From an optimization exercise on the open Yosys and OpenROAD flow, aimed at small area, a short achievable clock period and few clock cycles; shortcuts taken in it are not production practice.
The RTL was checked by simulation tests, not by an equivalence proof against the original design.

==> inputs of trial 14 <==
==> flow/design.v (excerpt) <==
module disc_flight_drag_integrator_core (
   input  logic                clock,
   input  logic                reset,
   input  logic                csr_write,
   input  logic [2:0]          csr_index,
   input  logic [31:0]         csr_data,
   input  logic                req_valid,
   output logic                req_stall,
   input  logic                req_type,
   input  logic [15:0]         req_time_step,
   input  logic signed [31:0]  req_load_pos_x,
   input  logic signed [31:0]  req_load_pos_y,
   input  logic signed [31:0]  req_load_pos_z,
   input  logic signed [31:0]  req_load_vel_x,
   input  logic signed [31:0]  req_load_vel_y,
   input  logic signed [31:0]  req_load_vel_z,
   output logic                rsp_valid,
   input  logic                rsp_stall,
   output logic signed [31:0]  rsp_out_pos_x,
   output logic signed [31:0]  rsp_out_pos_y,
   output logic signed [31:0]  rsp_out_pos_z,
   output logic signed [31:0]  rsp_out_vel_x,
   output logic signed [31:0]  rsp_out_vel_y,
   output logic signed [31:0]  rsp_out_vel_z,
   output logic                rsp_saturated
);
make LEC_CHECK=0 CAP_MARGIN=20 CORE_MARGIN=2 CORE_UTILIZATION=40 PLACE_DENSITY=0.6 SLEW_MARGIN=20 finish   # period 12.0 ns
run.sh (not shown) runs the stock make flow with config.mk's settings and CLKGATE_MAP_FILE= SYNTH_SCRIPT=/design/flow/synth_recipe.tcl, a recipe that flattens the netlist after the stock synthesis.
==> build 23 (differences from trial 14) <==
--- a/flow/design.v
+++ b/flow/design.v
@@ -53,40 +53,40 @@
    output logic signed [31:0]  rsp_out_vel_y,
    output logic signed [31:0]  rsp_out_vel_z,
    output logic                rsp_saturated
 );
    localparam logic [3:0] F_IDLE = 4'd0, F_SQ0 = 4'd1, F_SQ1 = 4'd2, F_SQ2 = 4'd3,
                           F_RT = 4'd4, F_P0 = 4'd5, F_P1 = 4'd6, F_P2 = 4'd7,
                           F_P3 = 4'd8, F_P4 = 4'd9, F_P5 = 4'd10, F_P6 = 4'd11,
                           F_C0 = 4'd12, F_C1 = 4'd13, F_C2 = 4'd14, F_C3 = 4'd15;
-   localparam logic [2:0] T_IDLE = 3'd0, T_Z = 3'd1, T_X = 3'd2, T_Y = 3'd3,
-                          T_P = 3'd4;
+   localparam logic [2:0] T_IDLE = 3'd0, T_Z = 3'd1, T_L = 3'd5, T_X = 3'd2,
+                          T_Y = 3'd3, T_P = 3'd4;
    logic [30:0] drag_ff, lift_ff, area_ff, imass_ff;
    logic [31:0] lprod_ff;
    logic [2:0][31:0] wind_ff;
    logic        dirty_ff;
    logic [30:0] kd_ff;
    logic [31:0] lacc_ff;
    logic        csat_ff;
    logic [2:0][31:0] pos_ff, vel_ff, vnew_ff;
    logic        sat_ff, rsp_valid_ff;
    logic [3:0]  fst_ff;
    logic [15:0] dtf_ff;
    logic        flagf_ff;
    logic signed [31:0] ma_ff, mb_ff;
    logic [63:0] s2_ff;
    logic [33:0] rem_ff;
    logic [31:0] root_ff;
+   logic [33:0] root3_ff;    
    logic [3:0]  rcnt_ff;
    logic        ssat_ff;
-   logic [31:0] ks_ff, drag_ff2, fsum_ff, dvl_ff;
+   logic [31:0] ks_ff, drag_ff2, fsum_ff;
    logic [2:0]  tst_ff;
    logic        flagt_ff;
-   logic        lift_ff2;    
    logic [31:0] vzpre_ff;    
    logic signed [32:0] sa_ff;
    logic [15:0] sb_ff;
    logic [31:0] sc_ff;       
    logic        scsh_ff;
    logic rsp_free, tick_ok, launch_ok, acc_tick, acc_launch, f_hold, f_pre;
    logic csr_dep;
    assign rsp_free  = !rsp_valid_ff || !rsp_stall;
@@ -95,24 +95,44 @@
    assign tick_ok   = ((fst_ff == F_IDLE) || (fst_ff == F_P6)) && !dirty_ff;
    assign launch_ok = ((fst_ff == F_IDLE) || f_pre) && (tst_ff == T_IDLE) && rsp_free;
    assign req_stall = (req_type == dfdi_pkg::REQ_LAUNCH) ? !launch_ok : !tick_ok;
    assign acc_tick   = req_valid && (req_type == dfdi_pkg::REQ_TICK) && tick_ok;
    assign acc_launch = req_valid && (req_type == dfdi_pkg::REQ_LAUNCH) && launch_ok;
    assign csr_dep = csr_write && (csr_index <= dfdi_pkg::REG_LIFT_PRODUCT);
    logic signed [65:0] mp;
    logic signed [65:0] maddend;
+   logic        add_s2_ff, add_v_ff;    
    always_comb begin
-      case (fst_ff)
-         F_SQ1, F_SQ2:     maddend = {2'b00, s2_ff};
-         F_P1, F_P2, F_P4: maddend = 66'(mb_ff);
-         default:          maddend = '0;
-      endcase
+      maddend = '0;
+      if (add_s2_ff) maddend = {2'b00, s2_ff};
+      if (add_v_ff) maddend = 66'(mb_ff);
+   end
+   always_comb begin
+      logic [32:0] bx;
+      logic [2:0]  g;
+      logic [33:0] m;
+      logic [65:0] acc;
+      bx = {mb_ff, 1'b0};
+      acc = maddend;
+      for (int i = 0; i < 16; i++) acc = acc - (66'd1 << (33 + 2*i));
+      for (int i = 0; i < 16; i++) begin
+         g = bx[2*i +: 3];
+         case (g)
+            3'b001, 3'b010: m = {{2{ma_ff[31]}}, ma_ff};
+            3'b011:         m = {ma_ff[31], ma_ff, 1'b0};
+            3'b100:         m = ~{ma_ff[31], ma_ff, 1'b0};
+            3'b101, 3'b110: m = ~{{2{ma_ff[31]}}, ma_ff};
+            default:        m = 34'd0;
+         endcase
+         acc = acc + (66'({~m[33], m[32:0]}) << (2*i))
+                   + (66'(g[2] & ~(g[1] & g[0])) << (2*i));
+      end
+      mp = acc;
    end
-   assign mp = ma_ff * mb_ff + maddend;
    logic [32:0] mq;          
    logic [31:0] mclamp;      
    logic        mclamp_s;
    always_comb begin
       if (mp[65:47] == {19{mp[65]}}) mq = {1'b0, mp[47:16]};
       else if (mp[65]) mq = {1'b1, 32'h80000000};
       else mq = {1'b1, 32'h7fffffff};
       mclamp_s = (mp[63:48] != 16'd0);
@@ -138,54 +158,70 @@
          okxy[i] = okxy[i-1] && (s2_ff[70 - 8*i -: 8] == 8'd0);
          okz[i] = okz[i-1] && (m[34 - 4*i -: 4] == 4'd0);
       end
       lzg = 3'd0;
       for (int i = 1; i < 8; i++) if (okxy[i] && okz[i]) lzg = 3'(i);
    end
    logic [33:0] rem_nx;
    logic [31:0] root_nx;
+   logic [33:0] root3_nx;
    always_comb begin
       logic [38:0] x, t1, t2, t3;
-      logic [33:0] r;
+      logic [33:0] r, q3;
       logic [31:0] q;
-      r = rem_ff; q = root_ff;
+      r = rem_ff; q = root_ff; q3 = root3_ff;
       for (int j = 0; j < 2; j++) begin
          x = {1'b0, r, s2_ff[63 - 4*j -: 4]};
          t1 = x - {4'd0, q, 3'b001};
          t2 = x - {3'd0, q, 4'b0100};
-         t3 = x - ({3'd0, q, 4'b0000} + {4'd0, q, 3'b000} + 39'd9);
-         if (!t3[38]) begin r = t3[33:0]; q = {q[29:0], 2'b11}; end
-         else if (!t2[38]) begin r = t2[33:0]; q = {q[29:0], 2'b10}; end
-         else if (!t1[38]) begin r = t1[33:0]; q = {q[29:0], 2'b01}; end
-         else begin r = x[33:0]; q = {q[29:0], 2'b00}; end
+         t3 = x - {2'd0, q3, 3'b000} - 39'd9;
+         if (!t3[38]) begin
+            r = t3[33:0]; q = {q[29:0], 2'b11}; q3 = {q3[31:0], 2'b00} + 34'd9;
+         end else if (!t2[38]) begin
+            r = t2[33:0]; q = {q[29:0], 2'b10}; q3 = {q3[31:0], 2'b00} + 34'd6;
+         end else if (!t1[38]) begin
+            r = t1[33:0]; q = {q[29:0], 2'b01}; q3 = {q3[31:0], 2'b00} + 34'd3;
+         end else begin
+            r = x[33:0]; q = {q[29:0], 2'b00}; q3 = {q3[31:0], 2'b00};
+         end
       end
-      rem_nx = r; root_nx = q;
+      rem_nx = r; root_nx = q; root3_nx = q3;
    end
-   logic signed [32:0] sa;
-   logic signed [16:0] sb;
    logic signed [49:0] sp;
-   logic        t_dp;
-   assign t_dp = (tst_ff == T_X) || (tst_ff == T_Y) || (tst_ff == T_P);
    always_comb begin
-      sa = sa_ff;
-      sb = {1'b0, sb_ff};
+      logic [18:0] bx;
+      logic [2:0]  g;
+      logic [34:0] m;
+      logic [49:0] acc;
+      bx = {2'b00, sb_ff, 1'b0};
+      acc = scsh_ff ? {{1{sc_ff[31]}}, sc_ff, 17'd0} : {{2{sc_ff[31]}}, sc_ff, 16'd0};
+      for (int i = 0; i < 9; i++) acc = acc - (50'd1 << (34 + 2*i));
+      for (int i = 0; i < 9; i++) begin
+         g = bx[2*i +: 3];
+         case (g)
+            3'b001, 3'b010: m = {{2{sa_ff[32]}}, sa_ff};
+            3'b011:         m = {sa_ff[32], sa_ff, 1'b0};
+            3'b100:         m = ~{sa_ff[32], sa_ff, 1'b0};
+            3'b101, 3'b110: m = ~{{2{sa_ff[32]}}, sa_ff};
+            default:        m = 35'd0;
+         endcase
+         acc = acc + (50'({~m[34], m[33:0]}) << (2*i))
+                   + (50'(g[2] & ~(g[1] & g[0])) << (2*i));
+      end
+      sp = acc;
    end
-   assign sp = sa * sb + (scsh_ff ? $signed({{1{sc_ff[31]}}, sc_ff, 17'd0})
-                                  : $signed({{2{sc_ff[31]}}, sc_ff, 16'd0}));
    logic [32:0] sv;          
-   logic [32:0] svl;         
    logic [32:0] spos;        
    always_comb begin
       sv = dfdi_pkg::sat50(sp >>> 16);
-      svl = dfdi_pkg::sat33({vzpre_ff[31], vzpre_ff} + {dvl_ff[31], dvl_ff});
       spos = dfdi_pkg::sat50(sp >>> 17);
    end
    logic [31:0] vz_now;
-   assign vz_now = lift_ff2 ? svl[31:0] : vnew_ff[2];
+   assign vz_now = (tst_ff == T_L) ? sv[31:0] : vnew_ff[2];
    always_ff @(posedge clock) begin
       if (reset) begin
          drag_ff <= '0; lift_ff <= '0; area_ff <= '0; imass_ff <= 31'd65536;
          lprod_ff <= '0;
          wind_ff[0] <= '0; wind_ff[1] <= '0; wind_ff[2] <= '0;
       end else if (csr_write) begin
          case (csr_index)
             dfdi_pkg::REG_DRAG_COEFF:   drag_ff  <= csr_data[30:0];
@@ -222,27 +258,28 @@
                if (!csr_dep) dirty_ff <= 1'b0;
             end
             default: fst_ff <= fst_ff + 4'd1;
          endcase
          if (f_pre && csr_dep) fst_ff <= F_IDLE;
       end
    end
    always_ff @(posedge clock) begin
+      add_s2_ff <= (fst_ff == F_SQ0) || (fst_ff == F_SQ1);
+      add_v_ff <= (fst_ff == F_P0) || (fst_ff == F_P1) || (fst_ff == F_P3);
       case (fst_ff)
          F_IDLE, F_P6: begin
             if (dirty_ff) begin
                ma_ff <= {1'b0, drag_ff}; mb_ff <= {1'b0, area_ff};
             end else begin
                ma_ff <= $signed(vnew_ff[0]); mb_ff <= $signed(vnew_ff[0]);
             end
          end
          F_SQ0: begin ma_ff <= $signed(vnew_ff[1]); mb_ff <= $signed(vnew_ff[1]); end
          F_SQ1: begin ma_ff <= $signed(vz_now); mb_ff <= $signed(vz_now); end
-         F_SQ2: begin ma_ff <= $signed(lacc_ff); mb_ff <= {16'd0, dtf_ff}; end
          F_RT: begin
             ma_ff <= {1'b0, kd_ff};
             mb_ff <= ssat_ff ? 32'sh7fffffff : root_nx;
          end
          F_P0: begin ma_ff <= ~mq[31:0]; mb_ff <= vnew_ff[0]; end
          F_P1: if (!f_hold) begin ma_ff <= ~ks_ff; mb_ff <= vnew_ff[1]; end
          F_P2, F_P5: begin ma_ff <= fs[31:0]; mb_ff <= {1'b0, imass_ff}; end
          F_P3: begin ma_ff <= ~ks_ff; mb_ff <= vnew_ff[2]; end
@@ -255,24 +292,24 @@
    end
    always_ff @(posedge clock) begin
       if (acc_tick) dtf_ff <= req_time_step;
       case (fst_ff)
          F_SQ0, F_SQ1: s2_ff <= mp[63:0];
          F_SQ2: begin
             s2_ff <= mp[63:0] << {lzg, 3'b000};
             rcnt_ff <= 4'd8 - {1'b0, lzg};
-            rem_ff <= '0; root_ff <= '0;
+            rem_ff <= '0; root_ff <= '0; root3_ff <= '0;
             ssat_ff <= 1'b0;
          end
          F_RT: begin
             if (rcnt_ff == 4'd8 && s2_ff[63:62] != 2'd0) ssat_ff <= 1'b1;
             rcnt_ff <= rcnt_ff - 4'd1;
             s2_ff <= {s2_ff[55:0], 8'd0};
-            rem_ff <= rem_nx; root_ff <= root_nx;
+            rem_ff <= rem_nx; root_ff <= root_nx; root3_ff <= root3_nx;
          end
          default: ;
       endcase
       case (fst_ff)
          F_P0: ks_ff <= mq[31:0];
          F_P1: if (!f_hold) drag_ff2 <= mq[31:0];
          F_P2, F_P4: drag_ff2 <= mq[31:0];
          default: ;
@@ -282,72 +319,69 @@
       if (fst_ff == F_C3) lacc_ff <= mq[31:0];
       case (fst_ff)
          F_C0: csat_ff <= mclamp_s;
          F_C1: csat_ff <= csat_ff | mclamp_s;
          F_C2, F_C3: csat_ff <= csat_ff | mq[32];
          default: ;
       endcase
    end
-   logic rt_first;
-   always_ff @(posedge clock) begin
-      rt_first <= (fst_ff == F_SQ2);
-      if (rt_first) dvl_ff <= mq[31:0];
-   end
    always_ff @(posedge clock) begin
       if (acc_tick) flagf_ff <= 1'b0;
       else begin
          case (fst_ff)
-            F_RT: if (rt_first) flagf_ff <= flagf_ff | mq[32];
             F_P0: flagf_ff <= flagf_ff | csat_ff | ssat_ff | mq[32];
             F_P1: if (!f_hold) flagf_ff <= flagf_ff | mq[32];
             F_P2: flagf_ff <= flagf_ff | mq[32] | fs[32];
             F_P3: flagf_ff <= flagf_ff | mq[32] | fs[32];
             F_P4: flagf_ff <= flagf_ff | mq[32] | sv[32];
             F_P5: flagf_ff <= flagf_ff | mq[32] | fs[32];
             default: ;
          endcase
       end
    end
    always_ff @(posedge clock) begin
       if (reset) begin
          tst_ff <= T_IDLE;
-         lift_ff2 <= 1'b0;
       end else begin
-         lift_ff2 <= (tst_ff == T_Z);
          case (tst_ff)
             T_IDLE: if (fst_ff == F_P6) tst_ff <= T_Z;
-            T_Z: tst_ff <= T_X;
+            T_Z: tst_ff <= T_L;
+            T_L: tst_ff <= T_X;
             T_X: if (rsp_free) tst_ff <= T_Y;
             T_Y: tst_ff <= T_P;
             default: tst_ff <= T_IDLE;
          endcase
       end
    end
    always_ff @(posedge clock) begin
       if (fst_ff == F_P6) begin
          flagt_ff <= flagf_ff | mq[32] | sv[32];
       end else begin
-         flagt_ff <= flagt_ff | (lift_ff2 & svl[32]) |
-                     (tst_ff == T_Z ? sv[32] : 1'b0) |
+         flagt_ff <= flagt_ff |
+                     ((tst_ff == T_Z || tst_ff == T_L) ? sv[32] : 1'b0) |
                      (((tst_ff == T_X && rsp_free) || tst_ff == T_Y) ? spos[32] : 1'b0);
       end
       if (tst_ff == T_Z) vzpre_ff <= sv[31:0];
       if (fst_ff == F_P3 || fst_ff == F_P5 || fst_ff == F_P6) begin
          sa_ff <= {mq[31], mq[31:0]};
          sb_ff <= dtf_ff;
          scsh_ff <= 1'b0;
          case (fst_ff)
             F_P3:    sc_ff <= vnew_ff[0];
             F_P5:    sc_ff <= vnew_ff[1];
             default: sc_ff <= vnew_ff[2];
          endcase
       end else begin
          case (tst_ff)
             T_Z: begin
+               sa_ff <= {lacc_ff[31], lacc_ff};
+               sc_ff <= sv[31:0];
+            end
+            T_L: begin
                sa_ff <= {vel_ff[0][31], vel_ff[0]} + {vnew_ff[0][31], vnew_ff[0]};
                sc_ff <= pos_ff[0]; scsh_ff <= 1'b1;
             end
             T_X: if (rsp_free) begin
                sa_ff <= {vel_ff[1][31], vel_ff[1]} + {vnew_ff[1][31], vnew_ff[1]};
                sc_ff <= pos_ff[1];
             end
             T_Y: begin
@@ -374,17 +408,17 @@
             pos_ff[2] <= req_load_pos_z;
             vel_ff[0] <= req_load_vel_x; vel_ff[1] <= req_load_vel_y;
             vel_ff[2] <= req_load_vel_z;
             vnew_ff[0] <= req_load_vel_x; vnew_ff[1] <= req_load_vel_y;
             vnew_ff[2] <= req_load_vel_z;
          end
          if (fst_ff == F_P4) vnew_ff[0] <= sv[31:0];
          if (fst_ff == F_P6) vnew_ff[1] <= sv[31:0];
-         if (lift_ff2) vnew_ff[2] <= svl[31:0];
+         if (tst_ff == T_L) vnew_ff[2] <= sv[31:0];
          if (tst_ff == T_X && rsp_free) pos_ff[0] <= spos[31:0];
          if (tst_ff == T_Y) pos_ff[1] <= spos[31:0];
          if (tst_ff == T_P) begin
             pos_ff[2] <= spos[31:0];
             vel_ff[0] <= vnew_ff[0]; vel_ff[1] <= vnew_ff[1]; vel_ff[2] <= vnew_ff[2];
          end
       end
    end
==> comparison table <==
quantity	trial 14	build 23
Run status	no timing/DRC/antenna violations	no timing/DRC/antenna violations
Largest net degree at the start of global routing	190	172
Post-Place Setup Slack	356.9 ps	1105 ps
Relative area of clock buffers and inverters in the final design	3.000%	3.381%
Number of filler instances in the final layout	31,860	29,640
Inserted Diodes	23	56
Die outline area	0.3302 mm^2	0.3007 mm^2
Post-synthesis share of cell area spent on xor and xnor gates	2.757%	8.394%
Critical Path Fanout Max	20	38
Critical path required time	12,690 ps	12,520 ps
GR Util met1	43.28%	48.77%
Worst skew pair latency	820 ps	880 ps
Testbench counts of trial 14, summed over its fixed seeds: cycles 15,129.
Testbench counts of build 23, summed over its fixed seeds: cycles 15,153.

## port drivers added, routing unchanged
In the flow no input, the clock included, has a driving cell. The finished layouts below were timed again as built, in two steps. Step 1, drivers: a clkbuf_16 drives clock and a buf_2 each remaining input, both assumed. Step 2 moves the port delays by t, midway between the first and last clock arrival at a register: inputs arrive t later, outputs are due t later. That takes back most of the time a late clock gives input paths. Slacks: ideal / step 1 / step 2; pairs: ideal / step 1.
run | t, ns | setup slack, ns | worst data-port slew with drivers (ns) | pins driven straight from the clock port
trial 14 | 0.913 | 0.261 / 0.261 / 0.261 | 0.20 | 1
build 23 | 0.938 | 0.737 / 0.737 / 0.737 | 0.20 | 1
After both steps every run listed still meets setup and hold.
